Context: an optimization exercise on an open-source flow, tuned for small area. The choices shown serve that exercise and are no tape-out recipe.
The RTL was checked by simulation tests, not by an equivalence proof against the original design.
Power figures rest on the tool's default switching activity, not on a simulated workload.

lane 5:
Design scan_top, start of the top module:
module scan_top (
    input  logic clk,
    input  logic TxD_reset,
    input  logic rx_serial,
    output logic tx_serial,
    output logic tx_busy
);
export LEC_CHECK = 0
export CAP_MARGIN = 20
export CORE_MARGIN = 2
export CORE_UTILIZATION = 70
export CTS_BUF_LIST = sky130_fd_sc_hd__clkbuf_4 sky130_fd_sc_hd__clkbuf_8
export SLEW_MARGIN = 20
create_clock -name core_clock -period 10.0 [get_ports {clk}]
standard.sh (not shown) runs the stock make flow with config.mk's settings and CLKGATE_MAP_FILE= SYNTH_SCRIPT=/design/flow/synth_recipe.tcl, a recipe that flattens the netlist after the stock synthesis.
==> flow/flow/run.sh <==
#!/bin/bash
set -euo pipefail
bash standard.sh finish "CTS_ARGS=-sink_clustering_enable -repair_clock_nets -dont_use_dummy_load -buf_list {sky130_fd_sc_hd__clkbuf_4 sky130_fd_sc_hd__clkbuf_8}" > run_make.log 2>&1
Lane 5: no failed stages, no open violations at the end
Edits applied to the flow inputs when going from lane 5 to lane 1:
Settings: CTS_BUF_LIST: sky130_fd_sc_hd__clkbuf_4 sky130_fd_sc_hd__clkbuf_8 -> unset; CORE_UTILIZATION: 70 -> 60.
[summary]
Lane 5 → lane 1: wire length reported by the detailed router now sits lower; worst ir drop on vdd now sits higher; sequential share of layout area now sits lower; width of the die now sits higher; synthesis-to-finish area growth now sits higher.
Compared with lane 5, lane 1 shows a higher setup slack of the most critical reg-to-reg path.
Per the comparison of lane 1 with lane 5, met3 usage lower, worst setup slack lower, power density of the placed cells lower.
Final area, lane 1 vs lane 5: up slightly
Relative to lane 5, final critical path time including I/O delays and setup has gone up in lane 1.

Another version of the RTL of scan_top (not shown whole).
Size: roughly 560 cells after synthesis, ~200 flip-flops, ~5 I/O pins, roughly 0.0079 mm² of cells after synthesis.
==> flow/config.mk <==
export PLATFORM = sky130hd
export DESIGN_NAME = scan_top
export DESIGN_NICKNAME = scan_top
export VERILOG_FILES = /design/flow/design.v
export SDC_FILE = /design/flow/constraint.sdc
export NUM_CORES = 4
export LEC_CHECK = 0
export CAP_MARGIN = 20
export CORE_MARGIN = 2
export CORE_UTILIZATION = 70
export CTS_BUF_LIST = sky130_fd_sc_hd__clkbuf_4 sky130_fd_sc_hd__clkbuf_8
export SLEW_MARGIN = 20
==> flow/constraint.sdc <==
create_clock -name core_clock -period 10.0 [get_ports {clk}]
set_input_delay 2.0000 -clock core_clock [delete_from_list [all_inputs] [get_ports {clk}]]
set_output_delay 2.0000 -clock core_clock [all_outputs]
set_load 0.01 [all_outputs]
==> flow/flow/run.sh <==
#!/bin/bash
set -euo pipefail
bash standard.sh finish "CTS_ARGS=-sink_clustering_enable -repair_clock_nets -dont_use_dummy_load -sink_clustering_size 35 -sink_clustering_max_diameter 150 -buf_list {sky130_fd_sc_hd__clkbuf_16}" > run_make.log 2>&1
Next try:
==> flow/flow/run.sh (replaced) <==
#!/bin/bash
set -euo pipefail
bash standard.sh finish "CTS_ARGS=-sink_clustering_enable -repair_clock_nets -dont_use_dummy_load -buf_list {sky130_fd_sc_hd__clkbuf_4 sky130_fd_sc_hd__clkbuf_8}" > run_make.log 2>&1
- The changed run passed the timing, design-rule and antenna checks
- setup slack is better by 0.075 ns
- design area falls by 2.3%
- combinational power hardly moves
- hold slack barely changes
- non-clock buffer count stays the same

scan_top again, from the RTL that the note above started with.
==> flow/config.mk <==
export PLATFORM = sky130hd
export DESIGN_NAME = scan_top
export DESIGN_NICKNAME = scan_top
export VERILOG_FILES = /design/flow/design.v
export SDC_FILE = /design/flow/constraint.sdc
export NUM_CORES = 4
export LEC_CHECK = 0
export CAP_MARGIN = 20
export CORE_MARGIN = 2
export CORE_UTILIZATION = 70
export CTS_BUF_LIST = sky130_fd_sc_hd__clkbuf_4 sky130_fd_sc_hd__clkbuf_8
export SLEW_MARGIN = 20
==> flow/constraint.sdc <==
create_clock -name core_clock -period 10.0 [get_ports {clk}]
set_input_delay 2.0000 -clock core_clock [delete_from_list [all_inputs] [get_ports {clk}]]
set_output_delay 2.0000 -clock core_clock [all_outputs]
set_load 0.01 [all_outputs]
==> flow/flow/run.sh <==
#!/bin/bash
set -euo pipefail
bash standard.sh finish "CTS_ARGS=-sink_clustering_enable -repair_clock_nets -dont_use_dummy_load -buf_list sky130_fd_sc_hd__clkbuf_4 sky130_fd_sc_hd__clkbuf_8" > run_make.log 2>&1
The first run ended with an error in 4_1_cts, error STA-0564.
==> next run, changes <==
==> flow/run.sh (new file) <==
#!/bin/bash
# synth_recipe.tcl (not shown) runs the flow's synth.tcl, then flattens the netlist and writes it again
# the make line also repeats each setting of config.mk as NAME=value (left out here)
make -C /OpenROAD-flow-scripts/flow DESIGN_CONFIG=/design/flow/config.mk WORK_HOME=/design/flow/orfs CLKGATE_MAP_FILE= SYNTH_SCRIPT=/design/flow/synth_recipe.tcl finish
removed: flow/flow/run.sh
removed: flow/standard.sh
Effect: The new run passed the timing, design-rule and antenna checks; area after synthesis is unchanged; synthesized cell count does not change.

[static timing again, ports no longer ideal]
Ports are ideal in the flow. The routed layouts listed here were re-timed in OpenROAD. Step 1 assumes that a clkbuf_16 drives the clock port and a buf_2 every other input. Step 2 also shifts input and output timing later by t, the mid clock arrival at the registers, as if the neighbouring blocks saw the same clock. Three values: ideal ports, drivers, drivers and shift; two values: the first two.
run | t (ns) | slack for setup (ns) | worst setup path at the end | slew at the worst register clock pin (ns)
lane 5 | 0.494 | 5.865 / 5.877 / 5.383 | input to register | 0.09 / 0.09
lane 1 | 0.479 | 5.854 / 5.870 / 5.391 | input to register | 0.09 / 0.09
the first run of note 2 | 0.460 | 5.667 / 5.680 / 5.220 | input to register | 0.07 / 0.07
the second run of note 2 | 0.483 | 5.742 / 5.753 / 5.270 | input to register | 0.10 / 0.10
the second run of note 3 | 0.498 | 5.778 / 5.787 / 5.288 | input to register | 0.11 / 0.11
After both steps setup and hold are still met in every run listed. The setup slack of the second run of note 3, which loses most, moves by +0.009 ns with the drivers and by -0.490 ns with both steps.
